This is an optimization exercise on Yosys and OpenROAD, whose aim is a short achievable clock period and few clock cycles per item, not a production implementation.
Only simulation tests tie the RTL to the original design; equivalence was not proved.
The clock port is modelled as an ideal driver; clocking choices that lean on that would not hold on a real chip.
Power figures rest on the tool's default switching activity, not on a simulated workload.

==> inputs of nickel <==
==> flow/design.v <==
`default_nettype none
package soc_bus_pkg;
    localparam int MEM_WORDS = 256;
    localparam int MEM_INDEX_W = 8;
    localparam int MEM_HIGH_W = 32 - MEM_INDEX_W - 2;
    localparam logic [31:0] IO_BASE = 32'h8000_0000;
    localparam int IO_TAG_W = 20;
    localparam logic [IO_TAG_W-1:0] IO_TAG = IO_BASE[31:32-IO_TAG_W];
    localparam logic [1:0] IO_REG_OUT = 2'd0;
    typedef enum logic [1:0] {
        REGION_MEM  = 2'd0,
        REGION_IO   = 2'd1,
        REGION_NONE = 2'd2
    } region_e;
    typedef struct packed {
        logic [MEM_HIGH_W-1:0]  high;
        logic [MEM_INDEX_W-1:0] index;
        logic [1:0]             offset;
    } mem_view_t;
    typedef struct packed {
        logic [IO_TAG_W-1:0]       tag;
        logic [32-IO_TAG_W-2-1:0]  unused;
        logic [1:0]                reg_sel;
    } io_view_t;
    typedef union packed {
        mem_view_t mem_view;
        io_view_t  io_view;
    } bus_addr_u;
endpackage
`default_nettype wire
`timescale 1ns/1ps
`default_nettype none
module bus_decode (
    input  wire  [31:0] addr,
    output logic        is_mem,
    output logic        is_io
);
    soc_bus_pkg::bus_addr_u addr_u;
    assign addr_u = addr;
    assign is_mem = (addr_u.mem_view.high == '0);
    assign is_io  = (addr_u.io_view.tag == soc_bus_pkg::IO_TAG) &&
                    (addr_u.io_view.reg_sel == soc_bus_pkg::IO_REG_OUT);
endmodule
`default_nettype wire
`timescale 1ns/1ps
`default_nettype none
module bus_execute (
    input  wire         core_clk,
    input  wire         rst,
    input  wire         ack,
    input  wire         take_mem_w,
    input  wire  [7:0]  addr_index,
    input  wire  [31:0] wdata,
    input  wire  [3:0]  wmask,
    output logic        mem_wpend,
    output logic [7:0]  mem_widx,
    output logic [31:0] mem_wdata,
    output logic [3:0]  mem_wmask
);
    always_ff @(posedge core_clk) begin
        if (rst) begin
            mem_wpend <= 1'b0;
        end else begin
            mem_wpend <= take_mem_w;
        end
    end
    always_ff @(posedge core_clk) begin
        if (!ack) begin
            mem_widx  <= addr_index;
            mem_wdata <= wdata;
            mem_wmask <= wmask;
        end
    end
endmodule
`default_nettype wire
`timescale 1ns/1ps
`default_nettype none
module word_memory (
    input  wire                                 core_clk,
    input  wire                                 wen,
    input  wire  [soc_bus_pkg::MEM_INDEX_W-1:0] widx,
    input  wire  [31:0]                         wdata,
    input  wire  [3:0]                          wmask,
    input  wire  [soc_bus_pkg::MEM_INDEX_W-1:0] ridx,
    output logic [31:0]                         rdata
);
    logic [31:0] mem [soc_bus_pkg::MEM_WORDS];
    always_ff @(posedge core_clk) begin
        if (wen) begin
            for (int b = 0; b < 4; b++) begin
                if (wmask[b]) begin
                    mem[widx][8*b +: 8] <= wdata[8*b +: 8];
                end
            end
        end
    end
    assign rdata = mem[ridx];
endmodule
`default_nettype wire
`timescale 1ns/1ps
`default_nettype none
module parallel_output (
    input  wire         core_clk,
    input  wire         rst,
    input  wire         wen,
    input  wire  [31:0] wdata,
    input  wire  [3:0]  wmask,
    output logic [31:0] io
);
    logic [31:0] bwe;
    always_comb begin
        for (int b = 0; b < 4; b++) begin
            bwe[8*b +: 8] = {8{wen & wmask[b]}};
        end
    end
    always_ff @(posedge core_clk) begin
        io <= ((io & ~bwe) | (wdata & bwe)) & {32{~rst}};
    end
endmodule
`default_nettype wire
`timescale 1ns/1ps
`default_nettype none
module bus_result (
    input  wire         core_clk,
    input  wire         rst,
    input  wire         req,
    input  wire         is_mem,
    input  wire         is_io,
    input  wire  [31:0] mem_rdata,
    input  wire  [31:0] io_rdata,
    output logic        ack,
    output logic [31:0] rdata,
    output logic        err
);
    always_ff @(posedge core_clk) begin
        if (rst) begin
            ack <= 1'b0;
        end else begin
            ack <= req;
        end
    end
    logic        err_new;
    logic [31:0] rdata_new;
    assign err_new   = ~is_mem & ~is_io;
    assign rdata_new = ({32{is_mem}} & mem_rdata) | ({32{is_io}} & io_rdata);
    always_ff @(posedge core_clk) begin
        err   <= (err & ack) | (err_new & ~ack);
        rdata <= (rdata & {32{ack}}) | (rdata_new & {32{~ack}});
    end
endmodule
`default_nettype wire
`timescale 1ns/1ps
`default_nettype none
module soc_bus_top (
    input  wire         core_clk,
    input  wire         rst,
    input  wire         req,
    input  wire         wen,
    input  wire  [31:0] addr,
    input  wire  [31:0] wdata,
    input  wire  [3:0]  wmask,
    output logic        ack,
    output logic [31:0] rdata,
    output logic        err,
    output logic [31:0] io
);
    logic        is_mem;
    logic        is_io;
    logic        take;
    logic [31:0] mem_rdata;
    logic        mem_wpend;
    logic [7:0]  mem_widx;
    logic [31:0] mem_wdata;
    logic [3:0]  mem_wmask;
    bus_decode decode (
        .addr   (addr),
        .is_mem (is_mem),
        .is_io  (is_io)
    );
    assign take = req & ~ack;
    bus_result result (
        .core_clk  (core_clk),
        .rst       (rst),
        .req       (req),
        .is_mem    (is_mem),
        .is_io     (is_io),
        .mem_rdata (mem_rdata),
        .io_rdata  (io),
        .ack       (ack),
        .rdata     (rdata),
        .err       (err)
    );
    parallel_output pp (
        .core_clk (core_clk),
        .rst      (rst),
        .wen      (take & wen & is_io),
        .wdata    (wdata),
        .wmask    (wmask),
        .io       (io)
    );
    bus_execute execute (
        .core_clk  (core_clk),
        .rst       (rst),
        .ack       (ack),
        .take_mem_w(take & wen & is_mem),
        .addr_index(addr[9:2]),
        .wdata     (wdata),
        .wmask     (wmask),
        .mem_wpend (mem_wpend),
        .mem_widx  (mem_widx),
        .mem_wdata (mem_wdata),
        .mem_wmask (mem_wmask)
    );
    word_memory mem (
        .core_clk (core_clk),
        .wen      (mem_wpend),
        .widx     (mem_widx),
        .wdata    (mem_wdata),
        .wmask    (mem_wmask),
        .ridx     (addr[9:2]),
        .rdata    (mem_rdata)
    );
endmodule
`default_nettype wire
==> flow/run.sh <==
#!/bin/bash
# synth_recipe.tcl (not shown) runs the flow's synth.tcl, then flattens the netlist and writes it again
# the make line also repeats each setting of config.mk as NAME=value (left out here)
make -C /OpenROAD-flow-scripts/flow DESIGN_CONFIG=/design/flow/config.mk WORK_HOME=/design/flow/orfs CLKGATE_MAP_FILE= SYNTH_SCRIPT=/design/flow/synth_recipe.tcl finish
==> flow/config.mk <==
export PLATFORM = sky130hd
export DESIGN_NAME = soc_bus_top
export DESIGN_NICKNAME = soc_bus_top
export VERILOG_FILES = /design/flow/design.v
export SDC_FILE = /design/flow/constraint.sdc
export NUM_CORES = 4
export LEC_CHECK = 0
export ABC_CLOCK_PERIOD_IN_PS = 2000
export CAP_MARGIN = 20
export CORE_MARGIN = 2
export CORE_UTILIZATION = 60
export CTS_CLUSTER_DIAMETER = 100
export CTS_CLUSTER_SIZE = 30
export SETUP_SLACK_MARGIN = 3.1
export SLEW_MARGIN = 20
export SYNTH_MEMORY_MAX_BITS = 16384
export TNS_END_PERCENT = 100
==> flow/constraint.sdc <==
create_clock -name core_clock -period 6.0 [get_ports {core_clk}]
set_input_delay 1.2000 -clock core_clock [delete_from_list [all_inputs] [get_ports {core_clk}]]
set_output_delay 1.2000 -clock core_clock [all_outputs]
set_load 0.01 [all_outputs]
==> harbor: changes against nickel <==
==> flow/design.v, changed modules only <==
module bus_execute (
    input  wire         core_clk,
    input  wire         rst,
    input  wire         ack,
    input  wire         take_mem_w,
    input  wire  [7:0]  addr_index,
    input  wire  [31:0] wdata,
    input  wire  [3:0]  wmask,
    output logic [3:0]  mem_bwe,
    output logic [15:0] mem_whi,
    output logic [15:0] mem_wlo,
    output logic [31:0] mem_wdata
);
    always_ff @(posedge core_clk) begin
        if (rst) begin
            mem_bwe <= 4'd0;
        end else begin
            mem_bwe <= take_mem_w ? wmask : 4'd0;
        end
    end
    always_ff @(posedge core_clk) begin
        if (!ack) begin
            for (int i = 0; i < 16; i++) begin
                mem_whi[i] <= (addr_index[7:4] == 4'(i));
                mem_wlo[i] <= (addr_index[3:0] == 4'(i));
            end
            mem_wdata <= wdata;
        end
    end
endmodule
module word_memory (
    input  wire                                 core_clk,
    input  wire  [3:0]                          bwe,
    input  wire  [15:0]                         whi,
    input  wire  [15:0]                         wlo,
    input  wire  [31:0]                         wdata,
    input  wire  [soc_bus_pkg::MEM_INDEX_W-1:0] ridx,
    output logic [31:0]                         rdata
);
    logic [soc_bus_pkg::MEM_WORDS-1:0][31:0] mem;
    always_ff @(posedge core_clk) begin
        for (int w = 0; w < soc_bus_pkg::MEM_WORDS; w++) begin
            for (int b = 0; b < 4; b++) begin
                if (whi[w / 16] && wlo[w % 16] && bwe[b]) begin
                    mem[w][8*b +: 8] <= wdata[8*b +: 8];
                end
            end
        end
    end
    assign rdata = mem[ridx];
endmodule
module bus_result (
    input  wire         core_clk,
    input  wire         rst,
    input  wire         req,
    input  wire         wen,
    input  wire         is_mem,
    input  wire         is_io,
    input  wire  [31:0] mem_rdata,
    input  wire  [31:0] io_rdata,
    output logic        ack,
    output logic [31:0] rdata,
    output logic        err
);
    always_ff @(posedge core_clk) begin
        if (rst) begin
            ack <= 1'b0;
        end else begin
            ack <= req;
        end
    end
    always_ff @(posedge core_clk) begin
        err   <= ~is_mem & ~is_io;
        rdata <= ({32{is_mem & ~wen}} & mem_rdata) | ({32{is_io & ~wen}} & io_rdata);
    end
endmodule
module soc_bus_top (
    input  wire         core_clk,
    input  wire         rst,
    input  wire         req,
    input  wire         wen,
    input  wire  [31:0] addr,
    input  wire  [31:0] wdata,
    input  wire  [3:0]  wmask,
    output logic        ack,
    output logic [31:0] rdata,
    output logic        err,
    output logic [31:0] io
);
    logic        is_mem;
    logic        is_io;
    logic        take;
    logic [31:0] mem_rdata;
    logic [3:0]  mem_bwe;
    logic [15:0] mem_whi;
    logic [15:0] mem_wlo;
    logic [31:0] mem_wdata;
    bus_decode decode (
        .addr   (addr),
        .is_mem (is_mem),
        .is_io  (is_io)
    );
    assign take = req & ~ack;
    bus_result result (
        .core_clk  (core_clk),
        .rst       (rst),
        .req       (req),
        .wen       (wen),
        .is_mem    (is_mem),
        .is_io     (is_io),
        .mem_rdata (mem_rdata),
        .io_rdata  (io),
        .ack       (ack),
        .rdata     (rdata),
        .err       (err)
    );
    parallel_output pp (
        .core_clk (core_clk),
        .rst      (rst),
        .wen      (take & wen & is_io),
        .wdata    (wdata),
        .wmask    (wmask),
        .io       (io)
    );
    bus_execute execute (
        .core_clk  (core_clk),
        .rst       (rst),
        .ack       (ack),
        .take_mem_w(take & wen & is_mem),
        .addr_index(addr[9:2]),
        .wdata     (wdata),
        .wmask     (wmask),
        .mem_bwe   (mem_bwe),
        .mem_whi   (mem_whi),
        .mem_wlo   (mem_wlo),
        .mem_wdata (mem_wdata)
    );
    word_memory mem (
        .core_clk (core_clk),
        .bwe      (mem_bwe),
        .whi      (mem_whi),
        .wlo      (mem_wlo),
        .wdata    (mem_wdata),
        .ridx     (addr[9:2]),
        .rdata    (mem_rdata)
    );
endmodule
==> tundra: changes against nickel <==
--- a/flow/design.v
+++ b/flow/design.v
@@ -125,4 +125,5 @@
     input  wire         rst,
     input  wire         req,
+    input  wire         wen,
     input  wire         is_mem,
     input  wire         is_io,
@@ -140,11 +141,7 @@
         end
     end
-    logic        err_new;
-    logic [31:0] rdata_new;
-    assign err_new   = ~is_mem & ~is_io;
-    assign rdata_new = ({32{is_mem}} & mem_rdata) | ({32{is_io}} & io_rdata);
-    always_ff @(posedge core_clk) begin
-        err   <= (err & ack) | (err_new & ~ack);
-        rdata <= (rdata & {32{ack}}) | (rdata_new & {32{~ack}});
+    always_ff @(posedge core_clk) begin
+        err   <= ~is_mem & ~is_io;
+        rdata <= ({32{is_mem & ~wen}} & mem_rdata) | ({32{is_io & ~wen}} & io_rdata);
     end
 endmodule
@@ -183,4 +180,5 @@
         .rst       (rst),
         .req       (req),
+        .wen       (wen),
         .is_mem    (is_mem),
         .is_io     (is_io),
==> flow/flow/run.sh (new file) <==
#!/bin/bash
# The standard layout (standard.sh) with two changes:
#  - the port buffers start as buf_4 (which the repair steps can resize)
#    instead of the default delay-cell buffers;
#  - after CTS, a second setup repair with a wider margin and without the
#    same-footprint limit (post_cts.tcl);
#  - more rounds of antenna repair after global and detailed routing.
# make's full output goes to flow_make.log here; ORFS's own per-step logs are
# under orfs/logs/.
set -euo pipefail
W=$(pwd)
export POST_CTS_TCL="$W/flow/post_cts.tcl"
export BUFFER_PORTS_ARGS="-buffer_cell sky130_fd_sc_hd__buf_4"
bash standard.sh "POST_CTS_TCL=$POST_CTS_TCL" "BUFFER_PORTS_ARGS=$BUFFER_PORTS_ARGS" \
  MAX_REPAIR_ANTENNAS_ITER_GRT=8 MAX_REPAIR_ANTENNAS_ITER_DRT=8 finish > "$W/flow_make.log" 2>&1
==> flow/flow/post_cts.tcl (new file) <==
# A second setup repair after CTS, with a wider margin and without the
# same-footprint limit, then legalize again.
log_cmd estimate_parasitics -placement
log_cmd repair_timing -setup -setup_margin [expr {$::env(SETUP_SLACK_MARGIN) + 0.3}] \
  -repair_tns 100 -verbose
set result [catch { detailed_placement } msg]
if { $result != 0 } {
  error "Detailed placement failed after the second repair: $msg"
}
check_placement -verbose
==> flow/standard.sh (new file) <==
#!/bin/bash
# synth_recipe.tcl (not shown) runs the flow's synth.tcl, then flattens the netlist and writes it again
# the make line also repeats each setting of config.mk as NAME=value (left out here)
make -C /OpenROAD-flow-scripts/flow DESIGN_CONFIG=/design/flow/config.mk WORK_HOME=/design/flow/orfs CLKGATE_MAP_FILE= SYNTH_SCRIPT=/design/flow/synth_recipe.tcl "${@:-finish}"
--- a/flow/config.mk
+++ b/flow/config.mk
@@ -7,11 +7,11 @@
 export LEC_CHECK = 0
 export ABC_CLOCK_PERIOD_IN_PS = 2000
-export CAP_MARGIN = 20
+export CAP_MARGIN = 30
 export CORE_MARGIN = 2
 export CORE_UTILIZATION = 60
 export CTS_CLUSTER_DIAMETER = 100
-export CTS_CLUSTER_SIZE = 30
+export CTS_CLUSTER_SIZE = 24
 export SETUP_SLACK_MARGIN = 3.1
-export SLEW_MARGIN = 20
+export SLEW_MARGIN = 40
 export SYNTH_MEMORY_MAX_BITS = 16384
 export TNS_END_PERCENT = 100
removed: flow/run.sh
==> impl_metrics.py <==
metrics = {
    "worst_setup_path": {
        "cp_cell_sequence": "buf_16, or2_4, buf_12, o221ai_1, a21oi_1, nor3_4, o32ai_2, buf_4, or4_4, o21ai_1",
        "worstPathArrival_ps": 4660,
        "worstReg2RegEnd": "mem.mem[183][30]",
        "cpMaxStageDelayCell": "or4_4",
    },
    "final_layout": {
        "stdcell_area_um2": 368000,
        "ff_latch_area_um2": 249000,
    },
    "min_path": {
        "hold_start": "pp.io[11]",
        "worstHoldPathType": "reg -> reg",
        "hold_depth": 2,
        "hold_end": "pp.io[11]",
    },
    "sta": {
        "skew_ps": 51.9,
    },
    "power": {
        "comb_cell_power_mw": 8.22,
        "leakagePower_nw": 114,
    },
    "global_routing": {
        "use_met3": 0.157,
    },
    "cts": {
        "cts_setup_buffers": 365,
    },
    "logic_synthesis": {
        "synth_compound_area_frac": 0.0420,
        "synth_mux_area_frac": 0.143,
        "synth.area.top_cells": "edfxtp_1 76%, mux4_2 9.1%, mux2i_1 4.6%",
    },
    "outcome": {
        "outcome": "no timing/DRC/antenna violations",
    },
    "die": {
        "dieWidth_um": 740,
    },
}
-- figures above: nickel

==> impl_metrics.py <==
metrics = {
    "min_path": {
        "hold_end": "pp.io[30]",
        "worstHoldPathType": "reg -> reg",
    },
    "logic_synthesis": {
        "synth_compound_area_frac": 0.0323,
        "synth.area.top_cells": "edfxtp_1 77%, mux4_2 12%, mux2i_1 2.9%",
    },
    "global_routing": {
        "use_met3": 0.0654,
    },
    "final_layout": {
        "ff_latch_area_um2": 250000,
    },
    "sta": {
        "skew_ps": 41.5,
    },
    "outcome": {
        "outcome": "failed layout checks",
        "failed_checks": "antenna rules",
    },
    "die": {
        "dieWidth_um": 737,
    },
    "detailed_routing": {
        "antenna_left": 4,
    },
    "worst_setup_path": {
        "cpMaxStageDelayCell": "mux4_2",
        "worstPathArrival_ps": 4020,
    },
}
-- figures above: harbor

==> impl_metrics.py <==
metrics = {
    "sta": {
        "skew_ps": 39.4,
    },
    "min_path": {
        "hold_start": "wdata[7]",
        "worstHoldPathType": "in -> reg",
        "hold_depth": 1,
    },
    "logic_synthesis": {
        "synth.area.top_cells": "edfxtp_1 77%, mux4_2 13%, mux2i_1 2.5%",
    },
    "worst_setup_path": {
        "worstPathArrival_ps": 4440,
    },
    "final_layout": {
        "ff_latch_area_um2": 249000,
    },
    "global_routing": {
        "use_met3": 0.106,
    },
    "die": {
        "dieWidth_um": 736,
    },
    "power": {
        "comb_cell_power_mw": 7.53,
    },
    "outcome": {
        "outcome": "no timing/DRC/antenna violations",
    },
}
-- figures above: tundra

Testbench counts of nickel, summed over its fixed seeds: cycles 16,384, transfers 8,192.
Testbench counts of harbor, summed over its fixed seeds: cycles 16,384, transfers 8,192.
Testbench counts of tundra, summed over its fixed seeds: cycles 16,384, transfers 8,192.

==> port drivers added, routing unchanged <==
How much do the figures lean on ideal ports? The routed layouts below were timed once more, with nothing changed but the port constraints.
Step 1 sets driving cells, clkbuf_16 on the clock port and buf_2 on the other inputs (assumed; they add their load-dependent delay and slew).
Step 2, shift: input delay + t, output delay - t, t = (earliest + latest rising clock arrival at the registers) / 2. This alone moves slack from input paths to output paths.
Slacks: no drivers / after step 1 / after step 2; pairs: no drivers / after step 1.
run | shift t [ns] | slack for setup (ns) | hold slack, ns | worst setup path after step 2 | worst slew at a driven data input, ns
nickel | 1.188 | 2.245 / 2.035 / 0.848 | 0.515 / 0.515 / 0.515 | input to register | 0.66
harbor | 1.147 | 2.843 / 2.218 / 1.071 | 0.492 / 0.492 / 0.492 | input to register | 0.95
tundra | 1.191 | 2.557 / 2.399 / 1.208 | 0.305 / 0.210 / 0.544 | input to register | 0.46
For harbor, which loses most, drivers alone change the setup slack by -0.625 ns; drivers and shift together by -1.772 ns.
